Source: an optimization exercise on an open RTL-to-GDS flow (aim: small area, a short achievable clock period and few clock cycles). Production flows keep margins and buffers that such runs may drop.
In this exercise RTL edits were held to simulation tests only and were not proved equivalent to the original.
No activity file was given, so power comes from the tool's default toggle rates.

===== design/flow/design.v =====
`default_nettype none
package isa_pkg;
    localparam int xlen = 32;
    localparam int reg_idx_w = 5;
    localparam int instr_bytes = 4;
    localparam int shamt_w = 5;
endpackage
`default_nettype wire
`default_nettype none
package exu_pkg;
    localparam int dec_op_w = 4;
    typedef enum logic [0:0] {
        unit_rglr = 1'b0,
        unit_brch = 1'b1
    } exu_unit_e;
    typedef enum logic [dec_op_w-1:0] {
        rop_add   = 4'd0,
        rop_sub   = 4'd1,
        rop_and   = 4'd2,
        rop_or    = 4'd3,
        rop_xor   = 4'd4,
        rop_sll   = 4'd5,
        rop_srl   = 4'd6,
        rop_sra   = 4'd7,
        rop_slt   = 4'd8,
        rop_sltu  = 4'd9,
        rop_lui   = 4'd10,
        rop_auipc = 4'd11
    } rglr_op_e;
    typedef enum logic [2:0] {
        bop_beq  = 3'd0,
        bop_bne  = 3'd1,
        bop_blt  = 3'd2,
        bop_bge  = 3'd3,
        bop_bltu = 3'd4,
        bop_bgeu = 3'd5,
        bop_jal  = 3'd6,
        bop_jalr = 3'd7
    } brch_op_e;
    typedef enum logic [3:0] {
        alu_add   = 4'd0,
        alu_sub   = 4'd1,
        alu_and   = 4'd2,
        alu_or    = 4'd3,
        alu_xor   = 4'd4,
        alu_sll   = 4'd5,
        alu_srl   = 4'd6,
        alu_sra   = 4'd7,
        alu_slt   = 4'd8,
        alu_sltu  = 4'd9,
        alu_pass2 = 4'd10
    } alu_op_e;
endpackage
`default_nettype wire
`timescale 1ns/1ps
`default_nettype none
import isa_pkg::*;
import exu_pkg::*;
module exu_top
(
    input  wire logic                 clk,
    input  wire logic                 reset,
    input  wire logic                 dec_op_vld,
    output logic                      dec_op_rdy,
    input  wire logic                 dec_unit,
    input  wire logic [dec_op_w-1:0]  dec_op,
    input  wire logic                 dec_use_imm,
    input  wire logic [reg_idx_w-1:0] dec_rd_idx,
    input  wire logic [xlen-1:0]      dec_pc,
    input  wire logic [xlen-1:0]      dec_imm,
    input  wire logic [xlen-1:0]      rs1_rdata,
    input  wire logic [xlen-1:0]      rs2_rdata,
    output logic                      gpr_wbck_vld,
    input  wire logic                 gpr_wbck_rdy,
    output logic [reg_idx_w-1:0]      gpr_wbck_idx,
    output logic [xlen-1:0]           gpr_wbck_wdata,
    output logic                      pipe_flush_req,
    input  wire logic                 pipe_flush_ack,
    output logic [xlen-1:0]           pipe_flush_pc_op1,
    output logic [xlen-1:0]           pipe_flush_pc_op2
);
    logic            w_free;
    logic            f_free;
    logic            accept;
    logic            is_brch;
    logic            is_jump;
    logic            is_lui;
    logic            is_auipc;
    logic            sel_imm;
    logic            use_pc;
    logic            do_sub;
    logic [xlen-1:0] a;
    logic [xlen-1:0] y;
    logic [xlen-1:0] opa;
    logic [xlen-1:0] opb;
    logic [xlen-1:0] sum;
    logic [xlen-1:0] xor_res;
    logic [xlen-1:0] shf_in;
    logic [xlen-1:0] shf_out;
    logic [xlen-1:0] shf_res;
    logic            shf_fill;
    logic [shamt_w-1:0] shamt;
    logic            shf_left;
    logic            lt_s;
    logic            lt_u;
    logic            lt;
    logic            eq;
    logic            taken;
    logic            needs_w;
    logic            use_a;
    logic            sel_and;
    logic            sel_or;
    logic            sel_xor;
    logic            sel_sll;
    logic            sel_shr;
    logic            sel_slt;
    logic            sel_ltu;
    logic            sel_sum;
    logic [xlen-1:0] gen;
    logic [xlen-1:0] prp;
    logic [xlen-1:0] cry;
    logic [xlen-1:0] other;
    logic [xlen-1:0] res_c0;
    logic [xlen-1:0] res_c1;
    logic [xlen-1:0] res;
    assign w_free = !gpr_wbck_vld || gpr_wbck_rdy;
    assign f_free = !pipe_flush_req || pipe_flush_ack;
    assign dec_op_rdy = (w_free || !needs_w) && (f_free || !is_brch);
    assign accept     = dec_op_vld && dec_op_rdy;
    assign is_brch  = (dec_unit == unit_brch);
    assign is_jump  = is_brch && (dec_op[2:1] == 2'b11);
    assign is_lui   = !is_brch && (dec_op == rop_lui);
    assign is_auipc = !is_brch && (dec_op == rop_auipc);
    assign needs_w  = !is_brch || is_jump;
    assign sel_imm = !is_brch && (dec_use_imm || is_lui || is_auipc);
    assign a       = rs1_rdata;
    assign y       = sel_imm ? dec_imm : rs2_rdata;
    assign use_pc = is_auipc || is_jump;
    assign use_a  = !use_pc && !is_lui;
    assign do_sub = is_brch ? !is_jump : (dec_op == rop_sub || dec_op == rop_slt || dec_op == rop_sltu);
    assign opa    = ({xlen{use_a}} & (a ^ {xlen{do_sub}})) | ({xlen{use_pc}} & dec_pc);
    assign opb    = is_jump ? xlen'(instr_bytes) : y;
    always_comb begin
        logic [xlen-1:0] gg, pp;
        gen = opa & opb;
        prp = opa ^ opb;
        gg  = gen;
        pp  = prp;
        for (int l = 0; l < 5; l++) begin
            for (int i = 0; i < xlen; i++) begin
                if (((i >> l) & 1) == 1) begin
                    gg[i] = gg[i] | (pp[i] & gg[((i >> l) << l) - 1]);
                    pp[i] = pp[i] & pp[((i >> l) << l) - 1];
                end
            end
        end
        cry = {gg[xlen-2:0], 1'b0};
    end
    assign sum = prp ^ cry ^ {xlen{do_sub}};
    assign lt_s = (a[xlen-1] != y[xlen-1]) ? a[xlen-1] : sum[xlen-1];
    assign lt_u = (a[xlen-1] != y[xlen-1]) ? y[xlen-1] : sum[xlen-1];
    assign xor_res = a ^ y;
    assign eq      = (xor_res == '0);
    always_comb begin
        case (dec_op[2:1])
            2'b00:   lt = eq;
            2'b01:   lt = lt_s;
            2'b10:   lt = lt_u;
            default: lt = 1'b0;
        endcase
        taken = is_jump || (lt ^ dec_op[0]);
    end
    assign shf_left = !dec_op[1];
    assign shf_fill = dec_op[1] && dec_op[0] && a[xlen-1];
    always_comb begin
        for (int i = 0; i < xlen; i++) shf_in[i] = shf_left ? a[xlen-1-i] : a[i];
    end
    assign shamt   = dec_use_imm ? dec_imm[shamt_w-1:0] : rs2_rdata[shamt_w-1:0];
    assign shf_out = $signed({shf_fill, shf_in}) >>> shamt;
    always_comb begin
        for (int i = 0; i < xlen; i++) shf_res[i] = shf_out[xlen-1-i];
    end
    assign sel_and = !is_brch && (dec_op == rop_and);
    assign sel_or  = !is_brch && (dec_op == rop_or);
    assign sel_xor = !is_brch && (dec_op == rop_xor);
    assign sel_sll = !is_brch && (dec_op == rop_sll);
    assign sel_shr = !is_brch && (dec_op == rop_srl || dec_op == rop_sra);
    assign sel_slt = !is_brch && (dec_op == rop_slt);
    assign sel_ltu = !is_brch && (dec_op == rop_sltu);
    assign sel_sum = !(sel_and || sel_or || sel_xor || sel_sll || sel_shr || sel_slt || sel_ltu);
    assign other = ({xlen{sel_and || sel_or}}  & (a & y))
                 | ({xlen{sel_or || sel_xor}}  & xor_res)
                 | ({xlen{sel_sll}} & shf_res)
                 | ({xlen{sel_shr}} & shf_out)
                 | xlen'((sel_slt && lt_s) || (sel_ltu && lt_u));
    assign res_c0 = sel_sum ? (prp ^ {xlen{do_sub}}) : other;
    assign res_c1 = sel_sum ? ~(prp ^ {xlen{do_sub}}) : other;
    always_comb begin
        for (int i = 0; i < xlen; i++) res[i] = cry[i] ? res_c1[i] : res_c0[i];
    end
    always_ff @(posedge clk) begin
        if (reset) begin
            gpr_wbck_vld <= 1'b0;
        end else if (w_free) begin
            gpr_wbck_vld <= accept && needs_w;
        end
    end
    always_ff @(posedge clk) begin
        if (w_free) begin
            gpr_wbck_idx   <= dec_rd_idx;
            gpr_wbck_wdata <= res;
        end
    end
    always_ff @(posedge clk) begin
        if (reset) begin
            pipe_flush_req <= 1'b0;
        end else if (f_free) begin
            pipe_flush_req <= accept && is_brch && taken;
        end
    end
    always_ff @(posedge clk) begin
        if (f_free) begin
            pipe_flush_pc_op1 <= (dec_op[0] && is_jump) ? a : dec_pc;
            pipe_flush_pc_op2 <= dec_imm;
        end
    end
endmodule
`default_nettype wire

===== design/flow/flow/run.sh =====
#!/bin/bash
# Standard ORFS layout, with the port buffers made from the smallest plain buffer.
set -euo pipefail
export BUFFER_PORTS_ARGS="-buffer_cell sky130_fd_sc_hd__buf_1"
bash standard.sh > standard_flow.log 2>&1

===== design/flow/standard.sh =====
#!/bin/bash
# synth_recipe.tcl (not shown) runs the flow's synth.tcl, then flattens the netlist and writes it again
# the make line also repeats each setting of config.mk as NAME=value (left out here)
make -C /OpenROAD-flow-scripts/flow DESIGN_CONFIG=/design/flow/config.mk WORK_HOME=/design/flow/orfs CLKGATE_MAP_FILE= SYNTH_SCRIPT=/design/flow/synth_recipe.tcl "${@:-finish}"

===== design/flow/config.mk =====
export PLATFORM = sky130hd
export DESIGN_NAME = exu_top
export DESIGN_NICKNAME = exu_top
export VERILOG_FILES = /design/flow/design.v
export SDC_FILE = /design/flow/constraint.sdc
export NUM_CORES = 4
export LEC_CHECK = 0
export CAP_MARGIN = 40
export CORE_MARGIN = 2
export CORE_UTILIZATION = 40
export CTS_BUF_LIST = sky130_fd_sc_hd__clkbuf_8
export GPL_TIMING_DRIVEN = 0
export SETUP_SLACK_MARGIN = 4.5
export SLEW_MARGIN = 40
export TNS_END_PERCENT = 0

===== design/flow/constraint.sdc =====
create_clock -name core_clock -period 9.0 [get_ports {clk}]
set_input_delay 1.8000 -clock core_clock [delete_from_list [all_inputs] [get_ports {clk}]]
set_output_delay 1.8000 -clock core_clock [all_outputs]
set_load 0.01 [all_outputs]

==> results of run 1 <==
-- state kept, by name (all words and copies together), names as in the netlist --
name / flops
gpr_wbck_wdata: 32
pipe_flush_pc_op1: 32
pipe_flush_pc_op2: 32
gpr_wbck_idx: 5
gpr_wbck_vld: 1
pipe_flush_req: 1
-- Yosys cell counts, drive strengths merged, types with 15 or more instances --
library cell    n
mux2i          46
buf            24
nand2          36
a22o           31
mux2           69
nor2           76
a22oi          15
nor2b          35
a222oi         15
o21ai          36
nor3           18
ha             63
a21oi          72
xnor2          77
mux4           32
clkbuf         44
xor2           15
edfxtp        101
-- worst min-delay path by stage --
stage,start,cells after the start,slack (ns),endpoint
after floorplan,pipe_flush_req,3,0.69,pipe_flush_req
after global placement,pipe_flush_req,3,0.75,pipe_flush_req
after detailed placement,pipe_flush_req,3,0.77,pipe_flush_req
after CTS,pipe_flush_req,3,0.81,pipe_flush_req
after global routing,pipe_flush_req,3,0.84,pipe_flush_req
final,pipe_flush_req,3,0.80,pipe_flush_req
-- worst max-delay path: stages --
cell and delay [ns]:
buf_6 0.11, buf_12 0.12, clkinv_8 0.04, clkbuf_16 0.12
o21ai_4 0.05, a21oi_4 0.15, a21oi_4 0.05, buf_6 0.14
buf_12 0.13, buf_12 0.13, xnor2_1 0.11, a22o_1 0.23
ha_4 0.26, a211oi_4 0.24, o21bai_2 0.11, and3_4 0.20
o211ai_1 0.19, buf_4 0.17, buf_6 0.10, a21oi_4 0.05
or3_4 0.33, and2_4 0.17, o311a_1 0.36, a2111oi_2 0.26
-- what timing repair did --
| item | in CTS | in global routing |
|---|---|---|
| setup endpoints to repair | 34 | 34 |
| buffers inserted | 16 | 22 |
| resized for setup | 43 | 49 |
| hold buffers | 0 | 0 |
| pin swaps | 16 | 26 |
-- stage by stage --
stage | area [um2] | setup slack, ns
final | 12300 | 3.665
after global routing | 12300 | 3.628
after CTS | 11920 | 3.715
after detailed placement | 11470 | 2.296
after global placement | 11420 | 2.312
after floorplan | 10100 | 3.769
-- cell families after synthesis --
logic type	after synthesis	share of synthesized area
fa+ha+maj	63	0.07979
buf+inv	78	0.03470
simple gates	209	0.1040
compound gates	258	0.1871
xor+xnor	92	0.08156
mux	147	0.2019
flops	103	0.3110
-- power breakdown --
group / total (mW) / internal (mW) / leakage (nW) / switching (mW)
Clock: 0.289 / 0.102 / 0.0893 / 0.187
Sequential: 0.654 / 0.633 / 1.08 / 0.0211
Combinational: 1.08 / 0.440 / 3.36 / 0.642
Total: 2.02 / 1.17 / 4.53 / 0.850
-- layout make-up --
class,count,area (um2)
fill,2317,12020
multi-input combinational,769,6899
sequential,103,3073
timing repair buffer,284,1252
buffer,68,446.7
tap,324,405.4
clock buffer,9,123.9
inverter,10,56.30
clock inverter,7,46.29
-- metal layers --
layer	track usage	up-vias	routed length, um
met1	0.4086	4667	16420
met4	0.1197	2	1759
met5	0	-	11
met2	0.4760	566	18090
met3	0.05033	86	3608
li1	-	4309	-
==> reports/qor.csv, run 1 <==
metric,value,unit
area_delta_synth_final,24.53,%
final_cell_mix,"buf_1, edfxtp_1, xnor2_1, nor2_1, mux2_2",
critPathRequiredTime,9.32,ns
antenna_found_initial,1,
finalCritPeriodShare,0.5928,
core_region_area,24320,um2
fin_skew,0.01872,ns
die_h,161.2,um
crit_path_max_fanout,6,
start_util,0.4062,
rows,57,
status,finished clean,
reg2reg_slack,7.37,ns
dpl.hpwl,32080,um
clock-sinks,103,
seq_area_frac_synth,0.3110,
clock_path_buffers,2,
cts_tree,built,
rr_startpoint,pipe_flush_req,
io_buffers,245,
drc,0,
rsz0062_at_grt,true,
drt-total-wl,39890,um
clock_tree.root_cell,clkbuf_8,
tightest_slew,0.8374,ns
setup_viol,0,
period_needed,5.335,ns
numCtsBuffers,9,
netlist_area,9879,um2
yosys-top-cells-area,"edfxtp_1, ha_1, mux2_2",
drt_pass1_iterations,8,
grt_first_pass_wirelength,58280,um
hold_slack,0.8038,ns
dpl.cell_count,1520,
grt_usage,0.2996,
io_pins,248,
dieArea,25970,um2
p_total,2.024,mW
synthArstFlopShare,0,
drtAntennaViolNets,0,
ys_seq_elements,103,
worst-r2r-cell-count,3,
grt_pass1_vias,9241,
finalHoldViolations,0,
drv_slew,0,
hold_class,reg2reg,
fin_tns_setup,0,ns
yosys_warnings,1,
end_kind,flip-flop,
clk_pin_slew,0.12,ns
grt_max_degree,44,
cp-startpoint,dec_op[1],
diodes,0,
synthCells,950,
final_layout_size_suffix_gt1_frac,0.2080,
relSlewSlack,0.4375,
num_vias,9630,
final_cell_count_no_fill,1574,
reg2reg_to,pipe_flush_pc_op2[5],
fin_nets,1452,
synth_top_cell_by_area,edfxtp_1,
ys.flop_type,edfxtp_1,
netlist.area_leader.share,0.3070,
powerDensity,164.5,nW/um2
crit_arrival,5.66,ns
layout.cells.most_common,buf_1,
synthesis.nets,1157,
overflow,0,
utilization,0.5059,
wl_per_cell,25.34,um
clk_latency,0.41,ns
htree_levels,3,
worstSetupPathType,in2reg,
max_cap_viol_count,0,
clock.fmax,187.5,MHz
leakage,4.530,nW
startpoint_type,primary input,
peakVddDrop,0.07055,mV
drt_iter0_drc,908,
die_w,161.2,um
critPathCapture,pipe_flush_req,
yosysUniqueCellTypes,69,
syn_area_per_cell,10.40,um2
avgViaCountPerCell,6.118,
synth_edf_count,101,
gp_congestion,1.005,
Testbench counts, summed over its fixed seeds: cycles 17,772.
==> inputs of run 2 (changes only) <==
--- a/design/flow/config.mk
+++ b/design/flow/config.mk
@@ -8,7 +8,6 @@
 export CAP_MARGIN = 40
 export CORE_MARGIN = 2
-export CORE_UTILIZATION = 40
+export CORE_UTILIZATION = 50
 export CTS_BUF_LIST = sky130_fd_sc_hd__clkbuf_8
-export GPL_TIMING_DRIVEN = 0
 export SETUP_SLACK_MARGIN = 4.5
 export SLEW_MARGIN = 40
==> run 2 against run 1 <==
  * Still clean on timing, DRC and antenna
  * Power is 0.85% higher
  * Global-route usage is 3.9 points higher
  * Non-clock buffer count is 18 lower
  * Clock power is 2% higher
  * Design area is 2.2% higher
  * Synthesized area stayed put
  * Sequential power is 2% higher
  * Register-to-register slack better by 0.14 ns
  * Clock skew is 0.0071 ns lower
  * Final cell count is 4.8% lower
  * Flip-flop and latch count stayed put
==> reports/qor.csv, run 2 <==
metric,value,unit,change
status,finished clean,,
utilization,0.6484,,+0.1425
wl_per_cell,24.40,um,-3.7%
clock_tree.root_cell,clkbuf_8,,
drc,0,,unchanged
crit_path_max_fanout,6,,unchanged
overflow,0,,unchanged
avgViaCountPerCell,6.304,,+3.0%
critPathRequiredTime,9.32,ns,about the same
area_delta_synth_final,27.32,%,
final_layout_size_suffix_gt1_frac,0.2423,,+0.03430
num_vias,9450,,-1.9%
crit_slowest_cell,o311a_1,,
clock.fmax,196.2,MHz,+4.7%
die_w,144.6,um,-10%
numCtsBuffers,9,,unchanged
synth_top_cells_by_count,"edfxtp_1, xnor2_1, nor2_1, a21oi_1, mux2_2",,
grt_first_pass_wirelength,51870,um,-11%
layout.cells.most_common,buf_1,,
synth_most_common_cell,edfxtp_1,,
grt_pass1_vias,8712,,-5.7%
relSlewSlack,0.4323,,-0.005203
power_frac_comb,0.529,,-0.005
dieArea,20900,um2,-20%
clockPowerShare,0.145,,+0.002
io_buffers,247,,+0.82%
p_seq_frac,0.326,,+0.003
synth_top_cell_by_area,edfxtp_1,,
grt_usage,0.3388,,+0.03911
io_pins,248,,unchanged
yosys-top-cells-area,"edfxtp_1, ha_1, mux2_2",,
synthesis.nets,1157,,unchanged
end_kind,flip-flop,,
setup_viol,0,,unchanged
clock-sinks,103,,unchanged
drt-total-wl,36570,um,-8.3%
drtAntennaViolNets,0,,unchanged
crit_path_max_incr_delay,0.36,ns,about the same
p_total,2.041,mW,+0.85%
fin_skew,0.01163,ns,-0.007096 ns
fin_tns_setup,0,ns,unchanged
clock_path_buffers,2,,unchanged
cts_tree,built,,
powerDensity,162.3,nW/um2,-1.4%
period_needed,5.096,ns,-0.2389 ns
clk_pin_slew,0.12,ns,about the same
final_cell_mix,"buf_1, edfxtp_1, xnor2_1, nor2_1, buf_4",,
postCtsHoldBufs,0,,unchanged
syn_area_per_cell,10.40,um2,unchanged
reg_top3,"gpr_wbck_wdata (32), pipe_flush_pc_op1 (32), pipe_flush_pc_op2 (32)",,
netlist_area,9879,um2,unchanged
peakVddDrop,0.08128,mV,+15%
crit_top_cell,buf_12,,
core_region_area,19400,um2,-20%
drv_slew,0,,unchanged
antenna_found_initial,1,,unchanged
finalHoldViolations,0,,unchanged
htree_levels,3,,unchanged
crit_chain,"buf_12, nand3b_4, a21oi_4, buf_12, buf_12, mux2_4, nor2b_4, ha_4, a21o_1, a21oi_2, nor2b_2, a2111oi_4, buf_4, a21oi_4, or3_4, and2_4, o311a_1, a2111oi_2",,
hold_class,reg2reg,,
ys_seq_elements,103,,unchanged
fin_nets,1436,,-1.1%
clk_latency,0.41,ns,about the same
leakage,4.751,nW,+4.9%
p_int,1.207,mW,+2.8%
reg2reg_slack,7.51,ns,+0.14 ns
yosys_warnings,1,,unchanged
crit_arrival,5.41,ns,-0.25 ns
gp_congestion,0.9967,,-0.82%
synthArstFlopShare,0,,unchanged
startpoint_type,primary input,,
start_util,0.5093,,+0.1031
drt_pass1_iterations,8,,unchanged
max_cap_viol_count,0,,unchanged
rows,51,,-11%
die_h,144.6,um,-10%
yosysUniqueCellTypes,69,,unchanged
grt_max_degree,65,,+48%
netlist.area_leader.share,0.3070,,unchanged
seq_area_frac_synth,0.3110,,unchanged
diodes,0,,unchanged
ys.flop_type,edfxtp_1,,
rsz0062_at_grt,true,,
worstSetupPathType,in2reg,,
drt_iter0_drc,1302,,+43%
p_switching,834.6,uW,-1.8%
synthCells,950,,unchanged
finalCritPeriodShare,0.5662,,-0.02655
tightest_slew,0.8516,ns,+0.01425 ns
dpl.hpwl,26430,um,-18%
p_sw_frac,0.4089,,-0.01096
synth_edf_count,101,,unchanged
fill_cells,1633,,-30%
## run 2: cell counts after synthesis
Identical to the previous run, type by type.
## run 2: per-stage QoR
stage / instances / worst slack, ns / area (um2) / hold WS (ns)
2_1_floorplan: 950 / 3.769 / 10100 / 0.6919
3_3_place_gp: 1413 / 2.284 / 11190 / 0.7042
3_5_place_dp: 1415 / 2.493 / 11220 / 0.7013
4_1_cts: 1468 / 3.966 / 12050 / 0.7499
5_1_grt: 1499 / 3.758 / 12580 / 0.8025
6_report: 1499 / 3.904 / 12580 / 0.7421
## run 2: what timing repair did
item | 4_1_cts | 5_1_grt
pin swaps | 27 | 44
endpoints found under the setup margin | 34 | 31
setup buffers | 31 | 29
resized for setup | 63 | 56
cloned | 6 | 1
## run 2: metal layers
layer,up-vias,share of wire,global-route usage
li1,4269,-,-
met1,4557,0.43,0.4795
met2,553,0.42,0.4764
met3,71,0.12,0.1268
met4,0,0.028,0.1099
met5,-,0,0
## run 2: worst max-delay path: cells and delay by family
kind | cells | cell delay (ns)
mux | 1 | 0.33
buf+inv | 4 | 0.63
compound gates | 7 | 1.52
simple gates | 5 | 0.88
fa+ha+maj | 1 | 0.26
## run 2: kinds of logic (layout without fill, tap and decap cells)
group                    after synthesis  after routing  synth area share
AO/OA/AOI/OAI                        258            259            0.1871
XOR/XNOR                              92             92           0.08156
adder cells (fa/ha/maj)               63             63           0.07979
buffers and inverters                 78            361           0.03470
flip-flops                           103            103            0.3110
multiplexers                         147            147            0.2019
AND/OR/NAND/NOR                      209            209            0.1040
## run 2: power by group through the flow
stage / clock (mW) / sequential [mW] / combinational, mW
finish: 0.296 / 0.665 / 1.08
detailed placement: 0 / 0.673 / 0.916
CTS: 0.301 / 0.663 / 0.986
global placement: 0 / 0.673 / 0.911
global route: 0.310 / 0.674 / 1.15
floorplan: 0 / 0.715 / 0.579
## run 2: path summary, 6_finish.rpt
kind | startpoint | to | cells after the start
setup / recovery | dec_op[2] | pipe_flush_req | 18
hold / removal | pipe_flush_req | pipe_flush_req | 3
setup reg to reg | pipe_flush_req | pipe_flush_pc_op2[22] | 3
hold reg to reg | pipe_flush_req | pipe_flush_req | 3
## run 2: layout make-up
class	instances	area, um2	area share
clock inverter	7	53.80	0.004277
tap	265	331.6	0.02636
multi-input combinational	770	7047	0.5602
sequential	103	3073	0.2443
timing repair buffer	334	1887	0.1500
clock buffer	9	123.9	0.009848
timing repair inverter	1	6.256	0.0004974
inverter	10	56.30	0.004476
==> inputs of run 3 (changes only) <==
--- a/design/flow/config.mk
+++ b/design/flow/config.mk
@@ -8,5 +8,5 @@
 export CAP_MARGIN = 40
 export CORE_MARGIN = 2
-export CORE_UTILIZATION = 50
+export CORE_UTILIZATION = 40
 export CTS_BUF_LIST = sky130_fd_sc_hd__clkbuf_8
 export SETUP_SLACK_MARGIN = 4.5
==> run 3 against run 2 <==
  * Still clean
  * Utilization decreased by 15 points
  * Fmax increased by 0.46%
  * Clock-buffer cell count unchanged
  * Largest power group unchanged
  * Setup slack improved by 0.023 ns
  * Register-to-register slack got worse by 0.03 ns
==> reports/qor.csv, run 3 <==
metric,value,unit,change
yosysUniqueCellTypes,69,,unchanged
grt_first_pass_wirelength,54850,um,+5.7%
drt_pass1_iterations,7,,-1
overflow,0,,unchanged
num_vias,9150,,-3.2%
leakage,4.542,nW,-4.4%
postCtsHoldBufs,0,,unchanged
hold_slack,0.7495,ns,+0.007470 ns
status,finished clean,,
pre_cts_slack,2.525,ns,+0.03158 ns
synthArstFlopShare,0,,unchanged
end_kind,flip-flop,,
gp_congestion,0.9413,,-5.6%
antenna_found_initial,2,,+1
finalHoldViolations,0,,unchanged
drt-total-wl,36780,um,+0.56%
diodes,0,,unchanged
clock.fmax,197.1,MHz,+0.46%
clk_latency,0.41,ns,about the same
drv_slew,0,,unchanged
ys.flop_type,edfxtp_1,,
cts_tree,built,,
dpl.hpwl,28070,um,+6.2%
rows,57,,+12%
drt_iter0_drc,917,,-30%
critPathCapture,gpr_wbck_wdata[0],,
final_cell_count_no_fill,1532,,+2.2%
numCtsBuffers,9,,unchanged
synth_edf_count,101,,unchanged
yosys_warnings,1,,unchanged
startpoint_type,primary input,,
synthesis.nets,1157,,unchanged
layout_setup_ws,3.927,ns,+0.02323 ns
clock_tree.root_cell,clkbuf_8,,
area_delta_synth_final,23.15,%,
seq_area_frac_synth,0.3110,,unchanged
netlist_area,9879,um2,unchanged
die_h,161.2,um,+11%
dpl.cell_count,1475,,+4.2%
worstSetupPathType,in2reg,,
start_util,0.4062,,-0.1031
wl_per_cell,24.01,um,-1.6%
fin_tns_setup,0,ns,unchanged
reg2reg_to,pipe_flush_pc_op2[6],,
hold_class,reg2reg,,
fin_nets,1410,,-1.8%
finalCritPeriodShare,0.5636,,-0.002581
grt_usage,0.2808,,-0.05793
cp-startpoint,dec_op[1],,
synth_most_common_cell,edfxtp_1,,
reg2reg_slack,7.48,ns,-0.03 ns
p_total,2.017,mW,-1.2%
io_buffers,247,,unchanged
io_pins,248,,unchanged
relSlewSlack,0.4314,,-0.0008240
clk_pin_slew,0.11,ns,about the same
final_layout_size_suffix_gt1_frac,0.2119,,-0.03038
htree_levels,3,,unchanged
grt_pass1_vias,8870,,+1.8%
core_region_area,24320,um2,+25%
reg_top3,"gpr_wbck_wdata (32), pipe_flush_pc_op1 (32), pipe_flush_pc_op2 (32)",,
crit_arrival,5.22,ns,-0.19 ns
crit_path_max_fanout,8,,+2
yosys-top-cells-area,"edfxtp_1, ha_1, mux2_2",,
final_area,12170,um2,-3.3%
worst-r2r-cell-count,4,,+1
rr_startpoint,pipe_flush_req,,
ys_seq_elements,103,,unchanged
max_cap_viol_count,0,,unchanged
critPathRequiredTime,9.15,ns,-0.17 ns
synthCells,950,,unchanged
fin_skew,0.01334,ns,+0.001715 ns
rsz0062_at_grt,true,,
peakVddDrop,0.07141,mV,-12%
dpl_cell_area,11290,um2,+0.66%
clock_path_buffers,2,,unchanged
powerDensity,165.8,nW/um2,+2.2%
tightest_slew,0.8529,ns,+0.001236 ns
synth_top_cells_by_count,"edfxtp_1, xnor2_1, nor2_1, a21oi_1, mux2_2",,
drc,0,,unchanged
die_w,161.2,um,+11%
synth_top_cell_by_area,edfxtp_1,,
dieArea,25970,um2,+24%
period_needed,5.073,ns,-0.02323 ns
clock-sinks,103,,unchanged
final_cell_mix,"buf_1, edfxtp_1, xnor2_1, nor2_1, a21oi_1",,
layout.cells.most_common,buf_1,,
netlist.area_leader.share,0.3070,,unchanged
setup_viol,0,,unchanged
drtAntennaViolNets,0,,unchanged
avgViaCountPerCell,5.973,,-5.3%
utilization,0.5003,,-0.1481
grt_max_degree,44,,-32%
syn_area_per_cell,10.40,um2,unchanged
fill_cells,2314,,+42%
[run 3: cell count changes in the layout (fill, tap and decap cells not counted), moves of 3 or more]
cell and delta:
nor2b_1 +5, a21oi_2 +3, a21oi_4 -5, ha_4 -4, buf_4 -23, nor2b_2 -3
o21ai_0 +3, ha_2 +3, buf_12 -6, buf_6 +5
[run 3: worst min-delay path by stage]
stage	from	end	slack (ns)	cells past startpoint
2_1_floorplan	pipe_flush_req	pipe_flush_req	0.69	3
4_1_cts	pipe_flush_req	pipe_flush_req	0.75	3
6_report	pipe_flush_req	pipe_flush_req	0.75	3
3_5_place_dp	pipe_flush_req	pipe_flush_req	0.70	3
5_1_grt	pipe_flush_req	pipe_flush_req	0.80	3
3_3_place_gp	pipe_flush_req	pipe_flush_req	0.71	3
[run 3: worst max-delay path, cell delays in order]
cell and delay (ns):
clkbuf_8 0.12, buf_12 0.13, nand3b_4 0.09, a21oi_4 0.21, buf_6 0.18, buf_12 0.15
buf_6 0.11, mux2_4 0.30, nor2b_4 0.14, ha_4 0.24, a21oi_2 0.15, o21ai_2 0.09
nor2b_4 0.14, a2111oi_4 0.31, a21oi_2 0.14, or3_4 0.39, a31o_2 0.25, nand3_1 0.13
a22oi_1 0.12
[run 3: kinds of logic (layout without fill, tap and decap cells)]
kind of cell               Yosys count  in the layout  synth area share
muxes                              147            147            0.2019
buffers and inverters               78            336           0.03470
and+or+nand+nor                    209            209            0.1040
DFF                                103            103            0.3110
AOI/OAI and AO/OA                  258            258            0.1871
adders and majority gates           63             63           0.07979
xor gates and xnor gates            92             92           0.08156
[run 3: layout make-up]
type                       count  area, um2  share of cell area
clock buffer                   9      123.9             0.01018
clock inverter                 7      70.07            0.005759
inverter                      10      53.80            0.004422
multi-input combinational    769       6855              0.5634
sequential                   103       3073              0.2526
tap                          324      405.4             0.03332
timing repair buffer         309       1577              0.1296
timing repair inverter         1      8.758           0.0007199
[run 3: where the power goes]
part | internal (mW) | switching, mW
combinational | 0.436 | 0.593
clock | 0.129 | 0.188
sequential | 0.634 | 0.0383
[run 3: timing repair]
item | in CTS | in global routing
pin swaps | 36 | 3
gates cloned | 4 | 0
resized for setup | 77 | 5
endpoints found under the setup margin | 34 | 32
setup buffers | 36 | 0
[run 3: layer usage]
layer / routed length (um) / vias up / track usage
li1: - / 4213 / -
met1: 16050 / 4369 / 0.4006
met2: 16070 / 517 / 0.4235
met3: 3911 / 49 / 0.07499
met4: 735 / 2 / 0.07183
met5: 11 / - / 0
==> inputs of run 4 (changes only) <==
--- a/design/flow/config.mk
+++ b/design/flow/config.mk
@@ -6,9 +6,9 @@
 export NUM_CORES = 4
 export LEC_CHECK = 0
-export CAP_MARGIN = 40
+export CAP_MARGIN = 5
 export CORE_MARGIN = 2
 export CORE_UTILIZATION = 40
 export CTS_BUF_LIST = sky130_fd_sc_hd__clkbuf_8
 export SETUP_SLACK_MARGIN = 4.5
-export SLEW_MARGIN = 40
+export SLEW_MARGIN = 5
 export TNS_END_PERCENT = 0
==> run 4 against run 3 <==
  * Still clean
  * Largest cell class unchanged
  * Critical endpoint unchanged
  * Synthesized cell count stayed put
  * Utilization down 0.81 points
  * Design area down 1.6%
  * Fmax decreased by 0.56%
  * Non-clock buffer count down 13
  * First-iteration DRC count grew 15%
  * Flip-flop and latch count unchanged
==> reports/qor.csv, run 4 <==
metric,value,unit,change
status,finished clean,,
seq_area_frac_synth,0.3110,,unchanged
period_needed,5.101,ns,+0.02876 ns
layout.cells.most_common,buf_1,,
synth_most_common_cell,edfxtp_1,,
crit_path_max_fanout,13,,+5
path_buf_inv,4,,-1
rsz0062_at_grt,true,,
crit_top_cell,a21oi_2,,
finalCritPeriodShare,0.5668,,+0.003196
clk_latency,0.40,ns,about the same
critPathRequiredTime,9.14,ns,about the same
netlist_area,9879,um2,unchanged
fin_nets,1398,,-0.85%
clock_tree.root_cell,clkbuf_8,,
antenna_found_initial,0,,-2
met2_usage,0.4060,,-0.01756
yosys-top-cells-area,"edfxtp_1, ha_1, mux2_2",,
setup_viol,0,,unchanged
grt_first_pass_wirelength,54250,um,-1.1%
synth_edf_count,101,,unchanged
fin_tns_setup,0,ns,unchanged
final_layout_size_suffix_gt1_frac,0.1940,,-0.01794
reg_top3,"gpr_wbck_wdata (32), pipe_flush_pc_op1 (32), pipe_flush_pc_op2 (32)",,
synthCells,950,,unchanged
clock-sinks,103,,unchanged
final_cell_mix,"buf_1, edfxtp_1, xnor2_1, nor2_1, mux2_2",,
synthArstFlopShare,0,,unchanged
crit_arrival,5.24,ns,+0.02 ns
netlist.area_leader.share,0.3070,,unchanged
die_h,161.2,um,unchanged
p_int,1.176,mW,-1.9%
grtUsageMet1,0.4098,,+0.009278
drc,0,,unchanged
hold_end,pipe_flush_req,,
synth_top_cell_by_area,edfxtp_1,,
drt-total-wl,36930,um,+0.41%
num_vias,9194,,+0.48%
io_buffers,247,,unchanged
yosys.area_share.adder,0.07979,,unchanged
end_kind,flip-flop,,
clock.fmax,196.0,MHz,-0.56%
postCtsHoldBufs,0,,unchanged
powerDensity,166.3,nW/um2,+0.32%
yosys_warnings,1,,unchanged
clk_pin_slew,0.11,ns,about the same
synth_top_cells_by_count,"edfxtp_1, xnor2_1, nor2_1, a21oi_1, mux2_2",,
crit_path_max_incr_delay,0.41,ns,+0.02 ns
yosysUniqueCellTypes,69,,unchanged
dieArea,25970,um2,unchanged
gr-usage-met3,0.07036,,-0.004622
grt_max_degree,65,,+48%
numCtsBuffers,9,,unchanged
clockPowerShare,0.160,,+0.003
startpoint_type,primary input,,
grt_pass1_vias,8574,,-3.3%
synth_top_family_by_area,multiplexers,,
ys_seq_elements,103,,unchanged
regArea,3073,um2,unchanged
grt_usage,0.2785,,-0.002340
wl_per_cell,24.26,um,+1.1%
peakVddDrop,0.08086,mV,+13%
dpl.hpwl,27860,um,-0.76%
hold_class,reg2reg,,
reg2reg_to,pipe_flush_pc_op2[10],,
area_delta_synth_final,21.15,%,
clock_path_buffers,2,,unchanged
drv_slew,0,,unchanged
drtAntennaViolNets,0,,unchanged
fin_skew,0.009846,ns,-0.003496 ns
crit_slowest_cell,a2111oi_4,,
relSlewSlack,0.2839,,-0.1475
min-delay-start,pipe_flush_req,,
tightest_slew,1.073,ns,+0.2206 ns
io_pins,248,,unchanged
cp_top_family,compound AO/OA/AOI/OAI gates,,
leakage,4.409,nW,-2.9%
htree_levels,3,,unchanged
p_sw_frac,0.4092,,+0.003365
synth_compound_area_frac,0.1871,,unchanged
worst-r2r-cell-count,3,,-1
synth-xor-area-share,0.08156,,unchanged
top_usage_layer,met1,,
cts_tree,built,,
rr_startpoint,pipe_flush_req,,
crit_chain,"clkbuf_8, buf_12, inv_16, o21ai_1, a21oi_2, a21oi_4, buf_12, xnor2_1, a22o_1, ha_4, a21o_1, a21oi_2, nor2b_2, a2111oi_4, a21oi_2, or3_4, a31o_2, nand3_1, a22oi_1",,
ys.flop_type,edfxtp_1,,
power_frac_comb,0.502,,-0.008
drt_pass1_iterations,6,,-1
p_seq_frac,0.338,,+0.005
p_total,1.991,mW,-1.3%
multiInputGateArea,6777,um2,-1.1%
worstSetupPathType,in2reg,,
drt_iter0_drc,1051,,+15%
max_cap_viol_count,0,,unchanged
overflow,0,,unchanged
rows,57,,unchanged
synthesis.nets,1157,,unchanged
start_util,0.4062,,unchanged
core_region_area,24320,um2,unchanged
synthMuxAreaShare,0.2019,,unchanged
reg2reg_slack,7.33,ns,-0.15 ns
die_w,161.2,um,unchanged
fill_cells,2323,,+0.39%
gp_congestion,0.9413,,unchanged
min_path_cells,3,,unchanged
p_switching,814.7,uW,-0.49%
yosys.area_share.simple,0.1040,,unchanged
finalHoldViolations,0,,unchanged
avgViaCountPerCell,6.041,,+1.1%
syn_area_per_cell,10.40,um2,unchanged
==> run 4: cells by family (layout without fill, tap and decap cells) <==
group / Yosys count / in the layout
AO/OA/AOI/OAI: 258 / 259
flip-flops: 103 / 103
adder cells (fa/ha/maj): 63 / 63
AND/OR/NAND/NOR: 209 / 209
XOR/XNOR: 92 / 92
buffers and inverters: 78 / 323
other: 0 / 2
multiplexers: 147 / 147
==> run 4: metrics by stage <==
| step | cells | instance area, um2 | hold slack [ns] | utilization | setup WS, ns |
|---|---|---|---|---|---|
| 2_1_floorplan | 950 | 10100 | 0.6919 | - | 3.769 |
| 3_3_place_gp | 1472 | 11250 | 0.7091 | 0.4625 | 2.347 |
| 3_5_place_dp | 1472 | 11250 | 0.7111 | 0.4625 | 2.212 |
| 4_1_cts | 1517 | 11920 | 0.7588 | 0.4900 | 3.967 |
| 5_1_grt | 1520 | 11960 | 0.8011 | 0.4919 | 3.777 |
| 6_report | 1522 | 11970 | 0.7755 | 0.4922 | 3.899 |
==> run 4: layout make-up <==
| class | count | area share |
|---|---|---|
| clock buffer | 9 | 0.01035 |
| timing repair buffer | 296 | 0.1211 |
| antenna | 2 | 0.0004181 |
| clock inverter | 7 | 0.005854 |
| timing repair inverter | 1 | 0.0007318 |
| tap | 324 | 0.03387 |
| inverter | 10 | 0.004809 |
| multi-input combinational | 770 | 0.5662 |
| sequential | 103 | 0.2567 |
==> run 4: metal layers <==
layer	wire, um	vias to the layer above	part of all wire
met1	16360	4412	0.44
met5	0	-	0
met2	15780	533	0.43
met3	3839	50	0.10
li1	-	4199	-
met4	943	0	0.026
==> run 4: worst max path at each step <==
stage | to | start | slack [ns] | cells past startpoint
after floorplan | pipe_flush_req | dec_op[1] | 3.77 | 21
after global placement | gpr_wbck_wdata[19] | dec_use_imm | 2.35 | 15
after detailed placement | gpr_wbck_wdata[29] | dec_use_imm | 2.21 | 15
after CTS | pipe_flush_req | dec_op[2] | 3.97 | 17
after global routing | pipe_flush_req | dec_op[2] | 3.78 | 17
final | gpr_wbck_wdata[0] | dec_op[1] | 3.90 | 19
==> run 4: repair_timing <==
item                       4_1_cts  5_1_grt
cloned                           4        0
setup buffers                   25        3
setup endpoints to repair       34       32
resized for setup               47        7
pin swaps                       18       10
==> run 4: power groups by stage <==
stage                     logic, mW  registers [mW]  clock network, mW
after global routing           1.07           0.681              0.340
after CTS                     0.969           0.672              0.327
after floorplan               0.579           0.715                  0
final                          1.00           0.673              0.318
after detailed placement      0.921           0.683                  0
after global placement        0.918           0.683                  0
==> run 4: tightest hold or removal path: stages, from the launching register on <==
cell and delay [ns]:
dfxtp_1 0.33, nor2b_1 0.18, nor2_1 0.17, a2111oi_2 0.06
==> inputs of run 5 (changes only) <==
--- a/design/flow/config.mk
+++ b/design/flow/config.mk
@@ -6,9 +6,9 @@
 export NUM_CORES = 4
 export LEC_CHECK = 0
-export CAP_MARGIN = 5
+export CAP_MARGIN = 20
 export CORE_MARGIN = 2
-export CORE_UTILIZATION = 40
+export CORE_UTILIZATION = 35
 export CTS_BUF_LIST = sky130_fd_sc_hd__clkbuf_8
 export SETUP_SLACK_MARGIN = 4.5
-export SLEW_MARGIN = 5
+export SLEW_MARGIN = 20
 export TNS_END_PERCENT = 0
==> run 5 against run 4 <==
  * Register-to-register slack got worse by 0.05 ns
  * Utilization fell by 5.2 points
  * Power rose by 1.1%
  * Clock power fell by 4%
  * Setup slack improved by 0.071 ns
  * Final cell count rose by 3.7%
  * First-iteration DRC count fell by 0.86%
  * Design area rose by 2.2%
  * Critical path depth fell by 1
  * Die area rose by 14%
  * Critical path type unchanged
  * Largest cell class unchanged
  * Highest routed layer unchanged
==> reports/qor.csv, run 5 <==
metric,value,unit,change
status,finished clean,,
critPathRequiredTime,9.11,ns,-0.03 ns
cp-startpoint,dec_op[2],,
diodes,0,,-2
core_region_area,27780,um2,+14%
grt_pass1_vias,8660,,+1.0%
drc,0,,unchanged
antenna_found_initial,0,,unchanged
crit_path_max_fanout,13,,unchanged
drt_iter0_drc,1042,,-0.86%
cts_tree,built,,
clock-sinks,103,,unchanged
numCtsBuffers,9,,unchanged
fill_cells,2721,,+17%
gp_congestion,0.9783,,+3.9%
synth_top_cells_by_count,"edfxtp_1, xnor2_1, nor2_1, a21oi_1, mux2_2",,
p_total,2.012,mW,+1.1%
start_util,0.3556,,-0.05062
utilization,0.4403,,-0.05187
p_seq_frac,0.334,,-0.004
rr_startpoint,pipe_flush_req,,
clock.fmax,198.8,MHz,+1.4%
avgViaCountPerCell,5.850,,-3.2%
netlist.area_leader.share,0.3070,,unchanged
ys_seq_elements,103,,unchanged
clock_path_buffers,2,,unchanged
power_frac_comb,0.514,,+0.012
peakVddDrop,0.08512,mV,+5.3%
rows,61,,+7.0%
tightest_slew,1.028,ns,-0.04579 ns
setup_viol,0,,unchanged
netlist_area,9879,um2,unchanged
leakage,4.543,nW,+3.0%
p_int,1.192,mW,+1.4%
postCtsHoldBufs,0,,unchanged
final_cell_mix,"buf_1, edfxtp_1, xnor2_1, nor2_1, a21oi_1",,
crit_arrival,5.14,ns,-0.10 ns
area_delta_synth_final,23.81,%,
reg2reg_slack,7.28,ns,-0.05 ns
p_switching,820.1,uW,+0.67%
fin_nets,1402,,+0.29%
grt_max_degree,65,,unchanged
finalHoldViolations,0,,unchanged
clk_pin_slew,0.10,ns,about the same
synth_most_common_cell,edfxtp_1,,
hold_class,reg2reg,,
dieArea,29590,um2,+14%
syn_area_per_cell,10.40,um2,unchanged
p_sw_frac,0.4075,,-0.001673
wl_per_cell,24.19,um,-0.30%
synthArstFlopShare,0,,unchanged
htree_levels,3,,unchanged
drt-total-wl,38170,um,+3.4%
rsz0062_at_grt,true,,
fin_skew,0.01012,ns,+0.0002741 ns
io_buffers,247,,unchanged
overflow,0,,unchanged
regArea,3073,um2,unchanged
yosysUniqueCellTypes,69,,unchanged
final_layout_size_suffix_gt1_frac,0.2025,,+0.008520
drv_slew,0,,unchanged
clock_tree.root_cell,clkbuf_8,,
fin_tns_setup,0,ns,unchanged
ys.flop_type,edfxtp_1,,
io_pins,248,,unchanged
synth_top_cell_by_area,edfxtp_1,,
synthesis.nets,1157,,unchanged
synth_edf_count,101,,unchanged
layout.cells.most_common,buf_1,,
yosys_warnings,1,,unchanged
relSlewSlack,0.3145,,+0.03054
synthCells,950,,unchanged
grt_usage,0.2554,,-0.02305
dpl.hpwl,28110,um,+0.90%
drtAntennaViolNets,0,,unchanged
powerDensity,164.5,nW/um2,-1.1%
multiInputGateArea,6850,um2,+1.1%
num_vias,9231,,+0.40%
startpoint_type,primary input,,
finalCritPeriodShare,0.5589,,-0.007918
grt_first_pass_wirelength,55220,um,+1.8%
yosys-top-cells-area,"edfxtp_1, ha_1, mux2_2",,
worstSetupPathType,in2reg,,
end_kind,flip-flop,,
seq_area_frac_synth,0.3110,,unchanged
clockPowerShare,0.152,,-0.008
max_cap_viol_count,0,,unchanged
die_w,172.0,um,+6.7%
drt_pass1_iterations,6,,unchanged
min-delay-start,pipe_flush_req,,
reg_top3,"gpr_wbck_wdata (32), pipe_flush_pc_op1 (32), pipe_flush_pc_op2 (32)",,
die_h,172.0,um,+6.7%
clk_latency,0.43,ns,+0.03 ns
period_needed,5.030,ns,-0.07126 ns
-- run 5: cell counts after synthesis --
Identical to the previous run, type by type.
-- run 5: cells by family (layout without fill, tap and decap cells) --
logic type | count (synthesis) | count (layout) | synth area share
mux | 147 | 147 | 0.2019
compound gates | 258 | 258 | 0.1871
xor+xnor | 92 | 92 | 0.08156
flops | 103 | 103 | 0.3110
simple gates | 209 | 209 | 0.1040
fa+ha+maj | 63 | 63 | 0.07979
buf+inv | 78 | 328 | 0.03470
-- run 5: metal layers --
metal,vias to the layer above,part of all wire,GRT usage
li1,4193,-,-
met1,4480,0.43,0.3588
met2,502,0.44,0.3822
met3,56,0.10,0.06729
met4,0,0.028,0.08111
met5,-,0,0
-- run 5: worst max-delay path: stages --
cell and delay [ns]:
buf_6 0.13, nand3b_4 0.16, a21oi_4 0.18, buf_12 0.15, buf_12 0.11, buf_16 0.12
mux2_4 0.33, nor2b_2 0.19, ha_4 0.32, a21oi_1 0.07, o21a_1 0.20, o21ai_1 0.18
o211ai_1 0.14, buf_4 0.17, a21boi_2 0.19, a21oi_1 0.11, xnor2_1 0.35, o21ai_0 0.19
-- run 5: path summary, 6_finish.rpt --
check                     endpoint  depth (start not counted)
max             gpr_wbck_wdata[30]                         18
min                 pipe_flush_req                          3
max reg2reg  pipe_flush_pc_op2[18]                          3
min reg2reg         pipe_flush_req                          3
-- run 5: area by class of cell --
cell class,count,share of cell area
Clock buffer,9,0.01013
Sequential cell,103,0.2512
Timing Repair inverter,1,0.0007160
Clock inverter,7,0.004501
Inverter,10,0.004399
Timing Repair Buffer,301,0.1303
Tap cell,378,0.03867
Multi-Input combinational cell,769,0.5600
-- run 5: power by group through the flow --
| stage | registers, mW | clock network [mW] | logic [mW] |
|---|---|---|---|
| after floorplan | 0.715 | 0 | 0.579 |
| after global placement | 0.685 | 0 | 0.921 |
| after detailed placement | 0.683 | 0 | 0.927 |
| after CTS | 0.672 | 0.312 | 1.01 |
| after global routing | 0.682 | 0.328 | 1.11 |
| final | 0.672 | 0.306 | 1.03 |
-- run 5: through the flow --
stage / cell area (um2) / cells / hold WS (ns) / worst slack, ns
6_report: 12230 / 1578 / 0.7931 / 3.970
5_1_grt: 12230 / 1578 / 0.8284 / 3.852
4_1_cts: 12230 / 1578 / 0.7603 / 4.048
3_5_place_dp: 11320 / 1526 / 0.7116 / 2.395
3_3_place_gp: 11320 / 1526 / 0.7086 / 2.456
2_1_floorplan: 10100 / 950 / 0.6919 / 3.769
-- run 5: what timing repair did --
item / CTS / global route
pin swaps: 33 / 0
setup endpoints to repair: 34 / 31
setup buffers: 29 / 0
cloned: 7 / 0
resized for setup: 85 / 1
==> inputs of run 6 (changes only) <==
--- a/design/flow/config.mk
+++ b/design/flow/config.mk
@@ -6,8 +6,8 @@
 export NUM_CORES = 4
 export LEC_CHECK = 0
+export ABC_AREA = 1
 export CAP_MARGIN = 20
 export CORE_MARGIN = 2
-export CORE_UTILIZATION = 35
-export CTS_BUF_LIST = sky130_fd_sc_hd__clkbuf_8
+export CORE_UTILIZATION = 40
 export SETUP_SLACK_MARGIN = 4.5
 export SLEW_MARGIN = 20
==> run 6 against run 5 <==
  * Setup slack gained 0.38 ns
  * Flip-flop and latch count is the same
  * Design area grew 8.2%
  * Non-clock buffer count grew 5
  * Die area shrank 9.3%
  * Clock-buffer cell count is the same
  * Clock skew grew 0.013 ns
  * Largest cell class unchanged
==> reports/qor.csv, run 6 <==
metric,value,unit,change
grt_pass1_vias,11130,,+28%
syn_area_per_cell,7.086,um2,-32%
io_pins,248,,unchanged
cp_top_family,compound AO/OA/AOI/OAI gates,,
relSlewSlack,0.2960,,-0.01852
rows,58,,-4.9%
drc,0,,unchanged
finalHoldViolations,0,,unchanged
period_needed,4.649,ns,-0.3816 ns
worstSetupPathType,in2reg,,
crit_path_max_incr_delay,0.34,ns,about the same
peakVddDrop,0.08338,mV,-2.1%
synthesis.nets,1649,,+43%
yosys_warnings,1,,unchanged
yosysUniqueCellTypes,48,,-30%
antenna_found_initial,0,,unchanged
cts_tree,built,,
crit_arrival,4.74,ns,-0.40 ns
drt_iter0_drc,1484,,+42%
tightest_slew,1.055,ns,+0.02720 ns
leakage,5.732,nW,+26%
synthCells,1442,,+52%
reg_top3,"gpr_wbck_wdata (32), pipe_flush_pc_op1 (32), pipe_flush_pc_op2 (32)",,
avgViaCountPerCell,5.779,,-1.2%
top_usage_layer,met2,,
met2_usage,0.5357,,+0.1535
ys_seq_elements,103,,unchanged
startpoint_type,primary input,,
crit_chain,"clkbuf_16, buf_12, nor2_4, o21ai_2, nand2_4, buf_16, buf_6, nand2_1, a32o_2, ha_1, a21oi_1, nand2_1, a21oi_4, nand2_8, a21oi_4, inv_2, nand2_2, nand2_2, xor2_2, nand2_1, nand4_1",,
synth_most_common_cell,nand2_1,,
rsz0062_at_grt,true,,
diodes,0,,unchanged
num_vias,11660,,+26%
fin_tns_setup,0,ns,unchanged
gr-usage-met3,0.05758,,-0.009717
min_path_cells,5,,+2
postCtsHoldBufs,0,,unchanged
worst-r2r-cell-count,1,,-2
utilization,0.5273,,+0.08698
gp_congestion,0.9682,,-1.0%
drt_pass1_iterations,6,,unchanged
overflow,0,,unchanged
clock_tree.root_cell,clkbuf_16,,
die_w,163.8,um,-4.8%
final_cell_mix,"nand2_1, buf_1, inv_1, nand3_1, o21ai_0",,
final_layout_size_suffix_gt1_frac,0.1481,,-0.05440
synthArstFlopShare,0,,unchanged
synth_top_cells_by_count,"nand2_1, inv_1, o21ai_0, nand3_1, edfxtp_1",,
grt_max_degree,67,,+3.1%
max_cap_viol_count,0,,unchanged
pre_cts_slack,2.615,ns,+0.2202 ns
grt_first_pass_wirelength,66410,um,+20%
crit_top_cell,nand2_1,,
path_buf_inv,5,,unchanged
rr_startpoint,gpr_wbck_vld,,
drv_slew,0,,unchanged
io_buffers,247,,unchanged
end_kind,flip-flop,,
numCtsBuffers,9,,unchanged
synth_edf_count,101,,unchanged
crit_path_max_fanout,11,,-2
netlist_area,10220,um2,+3.4%
synth_top_cell_by_area,edfxtp_1,,
finalCritPeriodShare,0.5165,,-0.04240
area_delta_synth_final,29.57,%,
fin_skew,0.02280,ns,+0.01268 ns
reg2reg_to,gpr_wbck_wdata[27],,
netlist.area_leader.share,0.2968,,-0.01015
critPathRequiredTime,9.10,ns,about the same
powerDensity,165.8,nW/um2,+0.79%
yosys-top-cells-area,"edfxtp_1, nand2_1, ha_1",,
hold_class,reg2reg,,
min-delay-start,gpr_wbck_vld,,
dieArea,26840,um2,-9.3%
core_region_area,25110,um2,-9.6%
dpl.hpwl,32930,um,+17%
clk_pin_slew,0.10,ns,about the same
clock.fmax,215.1,MHz,+8.2%
htree_levels,3,,unchanged
status,finished clean,,
clock_path_buffers,2,,unchanged
layout_setup_ws,4.351,ns,+0.3816 ns
crit_slowest_cell,ha_1,,
layout.cells.most_common,nand2_1,,
fin_nets,1890,,+35%
seq_area_frac_synth,0.3008,,-0.01028
setup_viol,0,,unchanged
drt-total-wl,45800,um,+20%
clock-sinks,103,,unchanged
reg2reg_slack,7.46,ns,+0.18 ns
die_h,163.8,um,-4.8%
clk_latency,0.38,ns,-0.05 ns
hold_slack,0.7731,ns,-0.01994 ns
grt_usage,0.3339,,+0.07842
wl_per_cell,22.70,um,-6.2%
start_util,0.4069,,+0.05130
hold_end,gpr_wbck_vld,,
drtAntennaViolNets,0,,unchanged
ys.flop_type,edfxtp_1,,
grtUsageMet1,0.4198,,+0.06098
-- run 6: cell types whose count changed after synthesis, moves of 29 or more --
cell	delta
nand2_1	+358
inv_1	+157
nand3_1	+110
o21ai_0	+102
mux2_2	-69
xnor2_1	-63
nor2b_1	-35
mux2i_1	-34
a22o_1	-31
a32o_1	+31
mux4_2	-29
-- run 6: worst min-delay path, delay by kind of cell, from the launching register on --
| kind | cells | cell delay [ns] |
|---|---|---|
| AOI/OAI and AO/OA | 2 | 0.12 |
| buffers and inverters | 1 | 0.06 |
| DFF | 1 | 0.39 |
| and+or+nand+nor | 2 | 0.16 |
-- run 6: cell type report --
cell class,count,area [um2]
Sequential cell,103,3073
Tap cell,330,412.9
Clock inverter,7,113.9
Clock buffer,9,225.2
Timing Repair inverter,2,16.27
Timing Repair Buffer,306,1739
Inverter,175,706.9
Multi-Input combinational cell,1086,6952
Fill cell,2529,11870
-- run 6: repair_timing --
action / CTS / global route
setup endpoints to repair: 34 / 32
gates cloned: 13 / 0
resized for setup: 178 / 68
setup buffers: 28 / 8
pin swaps: 18 / 35
-- run 6: logic make-up (layout without fill, tap and decap cells) --
logic type      Yosys count  count (layout)  synth area share
compound gates          330             330            0.2036
xor+xnor                 50              50           0.04286
fa+ha+maj                63              63           0.07715
buf+inv                 256             499            0.1060
flops                   103             103            0.3008
mux                      10              10          0.009797
simple gates            630             633            0.2597
-- run 6: report_power, final --
part | internal [mW] | switching (mW) | leakage (nW)
sequential | 0.630 | 0.0345 | 1.08
clock | 0.252 | 0.222 | 0.165
combinational | 0.384 | 0.674 | 4.48
-- run 6: worst max-delay path by stage --
stage	startpoint	depth (start not counted)	to	slack [ns]
floorplan	dec_op[1]	25	gpr_wbck_wdata[29]	4.08
global placement	dec_op[1]	21	gpr_wbck_wdata[23]	2.63
detailed placement	dec_op[1]	22	gpr_wbck_wdata[23]	2.61
CTS	dec_op[1]	9	dec_op_rdy	4.48
global route	dec_op[1]	25	pipe_flush_req	4.26
finish	dec_op[1]	21	gpr_wbck_wdata[27]	4.35
-- run 6: metrics by stage --
step,power (mW),cell area (um2),std cells
after floorplan,1.228,10280,1442
after global placement,1.527,11310,1953
after detailed placement,1.527,11310,1953
after CTS,2.116,12880,2010
after global routing,2.297,13240,2018
final,2.195,13240,2018
-- run 6: layer usage --
| layer | part of all wire | routed length (um) |
|---|---|---|
| met1 | 0.39 | 17930 |
| met3 | 0.091 | 4190 |
| met5 | 0 | 0 |
| met4 | 0.070 | 3192 |
| met2 | 0.45 | 20490 |
==> inputs of run 7 (changes only) <==
--- a/design/flow/config.mk
+++ b/design/flow/config.mk
@@ -10,4 +10,5 @@
 export CORE_MARGIN = 2
 export CORE_UTILIZATION = 40
+export CTS_BUF_LIST = sky130_fd_sc_hd__clkbuf_8 sky130_fd_sc_hd__clkbuf_16
 export SETUP_SLACK_MARGIN = 4.5
 export SLEW_MARGIN = 20
==> run 7 against run 6 <==
  * Fmax did not move
  * Routed wire length unchanged
  * Largest power group unchanged
  * Largest cell class unchanged
  * Sequential power is essentially flat
==> reports/qor.csv, run 7 <==
metric,value,unit,change
clockPowerShare,0.216,,about the same
final_cell_mix,"nand2_1, buf_1, inv_1, nand3_1, o21ai_0",,
crit_path_max_fanout,11,,unchanged
diodes,0,,unchanged
crit_chain,"clkbuf_16, buf_12, nor2_4, o21ai_2, nand2_4, buf_16, buf_6, nand2_1, a32o_2, ha_1, a21oi_1, nand2_1, a21oi_4, nand2_8, a21oi_4, inv_2, nand2_2, nand2_2, xor2_2, nand2_1, nand4_1",,
power_frac_comb,0.482,,about the same
io_pins,248,,unchanged
htree_levels,3,,unchanged
synth_most_common_cell,nand2_1,,
period_needed,4.649,ns,unchanged
drc,0,,unchanged
clock_tree.root_cell,clkbuf_16,,
yosys_warnings,1,,unchanged
yosysUniqueCellTypes,48,,unchanged
clk_pin_slew,0.10,ns,about the same
p_sw_frac,0.4234,,unchanged
dpl.hpwl,32930,um,unchanged
crit_path_max_incr_delay,0.34,ns,about the same
drt-total-wl,45800,um,unchanged
p_switching,929.6,uW,unchanged
core_region_area,25110,um2,unchanged
p_int,1.266,mW,unchanged
crit_slowest_cell,ha_1,,
ys.flop_type,edfxtp_1,,
synthesis.nets,1649,,unchanged
status,finished clean,,
reg_top3,"gpr_wbck_wdata (32), pipe_flush_pc_op1 (32), pipe_flush_pc_op2 (32)",,
drt_iter0_drc,1484,,unchanged
netlist.area_leader.share,0.2968,,unchanged
drtAntennaViolNets,0,,unchanged
startpoint_type,primary input,,
p_seq_frac,0.303,,about the same
end_kind,flip-flop,,
peakVddDrop,0.08338,mV,unchanged
gp_congestion,0.9682,,unchanged
grt_first_pass_wirelength,66410,um,unchanged
finalHoldViolations,0,,unchanged
setup_viol,0,,unchanged
drt_pass1_iterations,6,,unchanged
layout.cells.most_common,nand2_1,,
rows,58,,unchanged
cp_top_family,compound AO/OA/AOI/OAI gates,,
overflow,0,,unchanged
crit_arrival,4.74,ns,about the same
clock_path_buffers,2,,unchanged
io_buffers,247,,unchanged
start_util,0.4069,,unchanged
synthCells,1442,,unchanged
clock-sinks,103,,unchanged
dieArea,26840,um2,unchanged
final_layout_size_suffix_gt1_frac,0.1481,,unchanged
hold_class,reg2reg,,
num_vias,11660,,unchanged
ys_seq_elements,103,,unchanged
grt_max_degree,67,,unchanged
tightest_slew,1.055,ns,unchanged
die_w,163.8,um,unchanged
critPathRequiredTime,9.10,ns,about the same
postCtsHoldBufs,0,,unchanged
wl_per_cell,22.70,um,unchanged
grt_pass1_vias,11130,,unchanged
area_delta_synth_final,29.57,%,unchanged
fin_skew,0.02280,ns,unchanged
utilization,0.5273,,unchanged
cts_tree,built,,
grt_usage,0.3339,,unchanged
clock.fmax,215.1,MHz,unchanged
synth_edf_count,101,,unchanged
clk_latency,0.38,ns,about the same
drv_slew,0,,unchanged
yosys-top-cells-area,"edfxtp_1, nand2_1, ha_1",,
die_h,163.8,um,unchanged
fin_nets,1890,,unchanged
leakage,5.732,nW,unchanged
relSlewSlack,0.2960,,unchanged
powerDensity,165.8,nW/um2,unchanged
crit_top_cell,nand2_1,,
numCtsBuffers,9,,unchanged
antenna_found_initial,0,,unchanged
path_buf_inv,5,,unchanged
netlist_area,10220,um2,unchanged
reg2reg_slack,7.46,ns,about the same
avgViaCountPerCell,5.779,,unchanged
synthArstFlopShare,0,,unchanged
seq_area_frac_synth,0.3008,,unchanged
worstSetupPathType,in2reg,,
rsz0062_at_grt,true,,
max_cap_viol_count,0,,unchanged
finalCritPeriodShare,0.5165,,unchanged
synth_top_cells_by_count,"nand2_1, inv_1, o21ai_0, nand3_1, edfxtp_1",,
syn_area_per_cell,7.086,um2,unchanged
fin_tns_setup,0,ns,unchanged
synth_top_cell_by_area,edfxtp_1,,
run 7: cell counts in the layout (fill, tap and decap cells not counted):
No cell type changed its count.
run 7: timing repair:
action	CTS	global route
setup endpoints to repair	34	32
gates cloned	13	0
pin swaps	18	35
buffers inserted	28	8
resized for setup	178	68
run 7: through the flow:
| step | power, mW | setup slack [ns] | area [um2] | std cells | hold WS, ns |
|---|---|---|---|---|---|
| after floorplan | 1.228 | 4.081 | 10280 | 1442 | 0.7590 |
| after global placement | 1.527 | 2.628 | 11310 | 1953 | 0.7107 |
| after detailed placement | 1.527 | 2.615 | 11310 | 1953 | 0.7628 |
| after CTS | 2.116 | 4.477 | 12880 | 2010 | 0.7837 |
| after global routing | 2.297 | 4.257 | 13240 | 2018 | 0.9183 |
| final | 2.195 | 4.351 | 13240 | 2018 | 0.7731 |
run 7: kinds of logic after synthesis:
logic type      after synthesis  synth area share
compound gates              330            0.2036
xor+xnor                     50           0.04286
fa+ha+maj                    63           0.07715
buf+inv                     256            0.1060
flops                       103            0.3008
mux                          10          0.009797
simple gates                630            0.2597
run 7: per-layer routing:
metal | vias up | wire (um) | global-route usage
li1 | 5422 | - | -
met1 | 5401 | 17930 | 0.4198
met2 | 670 | 20490 | 0.5357
met3 | 169 | 4190 | 0.05758
met4 | 0 | 3192 | 0.2014
met5 | - | 0 | 0
run 7: power groups by stage:
stage	sequential [mW]	clock, mW	combinational, mW
final	0.665	0.473	1.06
after global routing	0.671	0.492	1.13
after CTS	0.666	0.476	0.974
after detailed placement	0.676	0	0.851
after global placement	0.678	0	0.849
after floorplan	0.709	0	0.519
run 7: tightest hold or removal path, stage by stage, from the launching register on:
cell and delay, ns:
dfxtp_1 0.39, nand3_2 0.09, o21ai_1 0.07, inv_1 0.06
nand3_1 0.07, a21oi_1 0.05
run 7: cell type report:
| class | count | area (um2) |
|---|---|---|
| Multi-Input combinational cell | 1086 | 6952 |
| Clock inverter | 7 | 113.9 |
| Fill cell | 2529 | 11870 |
| Tap cell | 330 | 412.9 |
| Clock buffer | 9 | 225.2 |
| Timing Repair Buffer | 306 | 1739 |
| Inverter | 175 | 706.9 |
| Timing Repair inverter | 2 | 16.27 |
| Sequential cell | 103 | 3073 |
run 7: final timing paths:
| kind | depth (start not counted) | end | startpoint |
|---|---|---|---|
| worst max-delay path | 21 | gpr_wbck_wdata[27] | dec_op[1] |
| worst max register to register | 1 | gpr_wbck_wdata[27] | gpr_wbck_vld |
| worst min-delay path | 5 | gpr_wbck_vld | gpr_wbck_vld |
| worst min register to register | 5 | gpr_wbck_vld | gpr_wbck_vld |
==> inputs of run 8 (changes only) <==
--- a/design/flow/config.mk
+++ b/design/flow/config.mk
@@ -6,9 +6,8 @@
 export NUM_CORES = 4
 export LEC_CHECK = 0
-export ABC_AREA = 1
 export CAP_MARGIN = 20
 export CORE_MARGIN = 2
 export CORE_UTILIZATION = 40
-export CTS_BUF_LIST = sky130_fd_sc_hd__clkbuf_8 sky130_fd_sc_hd__clkbuf_16
+export CTS_BUF_LIST = sky130_fd_sc_hd__clkbuf_8
 export SETUP_SLACK_MARGIN = 4.5
 export SLEW_MARGIN = 20
==> run 8 against run 7 <==
  * Critical path type unchanged
  * Synthesized area shrank 3.3%
  * Register-to-register slack lost 0.13 ns
  * Combinational power shrank 6%
  * Via count shrank 21%
  * Flip-flop and latch count is the same
  * Synthesized cell count shrank 34%
  * Non-clock buffer count shrank 10
  * First-iteration DRC count shrank 29%
==> reports/qor.csv, run 8 <==
metric,value,unit,change
status,finished clean,,
syn_area_per_cell,10.40,um2,+47%
synthArstFlopShare,0,,unchanged
fin_skew,0.009846,ns,-0.01295 ns
finalHoldViolations,0,,unchanged
area_delta_synth_final,21.15,%,
drv_slew,0,,unchanged
clock_path_buffers,2,,unchanged
critPathRequiredTime,9.14,ns,+0.04 ns
clk_latency,0.40,ns,+0.02 ns
synth_edf_count,101,,unchanged
ys_seq_elements,103,,unchanged
io_pins,248,,unchanged
clock-sinks,103,,unchanged
numCtsBuffers,9,,unchanged
gp_congestion,0.9413,,-2.8%
period_needed,5.101,ns,+0.4529 ns
clock.fmax,196.0,MHz,-8.9%
synth_top_cell_by_area,edfxtp_1,,
regArea,3073,um2,unchanged
crit_top_cell,a21oi_2,,
fin_tns_setup,0,ns,unchanged
num_vias,9194,,-21%
synthCells,950,,-34%
crit_chain,"clkbuf_8, buf_12, inv_16, o21ai_1, a21oi_2, a21oi_4, buf_12, xnor2_1, a22o_1, ha_4, a21o_1, a21oi_2, nor2b_2, a2111oi_4, a21oi_2, or3_4, a31o_2, nand3_1, a22oi_1",,
hold_class,reg2reg,,
final_cell_mix,"buf_1, edfxtp_1, xnor2_1, nor2_1, mux2_2",,
worst-path-stages,19,,-9.5%
setup_viol,0,,unchanged
yosysUniqueCellTypes,69,,+44%
yosys-top-cells-area,"edfxtp_1, ha_1, mux2_2",,
peakVddDrop,0.08086,mV,-3.0%
dieArea,25970,um2,-3.2%
crit_slowest_cell,a2111oi_4,,
clk_pin_slew,0.11,ns,about the same
grt_max_degree,65,,-3.0%
die_h,161.2,um,-1.6%
synthesis.nets,1157,,-30%
crit_path_max_incr_delay,0.41,ns,+0.07 ns
crit_path_max_fanout,13,,+2
avgViaCountPerCell,6.041,,+4.5%
overflow,0,,unchanged
io_buffers,247,,unchanged
postCtsHoldBufs,0,,unchanged
tightest_slew,1.073,ns,+0.01858 ns
antenna_found_initial,0,,unchanged
powerDensity,166.3,nW/um2,+0.31%
netlist.area_leader.share,0.3070,,+0.01015
leakage,4.409,nW,-23%
## run 8: cell types whose count changed after synthesis, sizes merged, moves of 36 or more
cell,change
o21ai,-142
mux2,+69
inv,-163
nand2,-362
mux2i,+36
nand3,-112
xnor2,+63
## run 8: logic make-up after synthesis
logic type	after synthesis	synth area share
xor gates and xnor gates	92	0.08156
muxes	147	0.2019
DFF	103	0.3110
buffers and inverters	78	0.03470
AOI/OAI and AO/OA	258	0.1871
adders and majority gates	63	0.07979
and+or+nand+nor	209	0.1040
## run 8: worst paths after layout
| kind | start | to | slack, ns |
|---|---|---|---|
| min | pipe_flush_req | pipe_flush_req | 0.78 |
| max | dec_op[1] | gpr_wbck_wdata[0] | 3.90 |
| min reg2reg | pipe_flush_req | pipe_flush_req | 0.78 |
| max reg2reg | pipe_flush_req | pipe_flush_pc_op2[10] | 7.33 |
## run 8: worst min-delay path: stages (launching register included)
cell and delay [ns]:
dfxtp_1 0.33, nor2b_1 0.18, nor2_1 0.17, a2111oi_2 0.06
## run 8: area by class of cell
type / count / area share
multi-input cells: 770 / 0.5662
flip-flops and latches: 103 / 0.2567
clock inverters: 7 / 0.005854
clock buffers: 9 / 0.01035
repair inverters: 1 / 0.0007318
repair buffers: 296 / 0.1211
inverters: 10 / 0.004809
diodes: 2 / 0.0004181
well taps: 324 / 0.03387
## run 8: timing repair
| item | in CTS | in global routing |
|---|---|---|
| cloned | 4 | 0 |
| setup buffers | 25 | 3 |
| setup endpoints to repair | 34 | 32 |
| gates resized for setup | 47 | 7 |
| pin swaps | 18 | 10 |
## run 8: report_power, final
group | total [mW] | internal, mW | switching [mW]
sequential | 0.673 | 0.634 | 0.0386
clock | 0.318 | 0.129 | 0.189
combinational | 1.00 | 0.413 | 0.587
## run 8: through the flow
stage | instances | power [mW] | instance area [um2] | utilization | setup slack [ns]
after floorplan | 950 | 1.294 | 10100 | - | 3.769
after detailed placement | 1472 | 1.604 | 11250 | 0.4625 | 2.212
after global routing | 1520 | 2.088 | 11960 | 0.4919 | 3.777
after CTS | 1517 | 1.968 | 11920 | 0.4900 | 3.967
final | 1522 | 1.991 | 11970 | 0.4922 | 3.899
after global placement | 1472 | 1.601 | 11250 | 0.4625 | 2.347
## run 8: routing by layer
| layer | vias to the layer above | wire, um | track usage |
|---|---|---|---|
| met1 | 4412 | 16360 | 0.4098 |
| met3 | 50 | 3839 | 0.07036 |
| met5 | - | 0 | 0 |
| met2 | 533 | 15780 | 0.4060 |
| li1 | 4199 | - | - |
| met4 | 0 | 943 | 0.07549 |

Re-timed with assumed drivers on the ports (clkbuf_16 on the clock, buf_2 on other inputs), run 8 has 3.907 ns of setup slack against 3.899 ns with ideal ports, and 3.475 ns once port delays also move by the mid clock arrival of 0.432 ns.
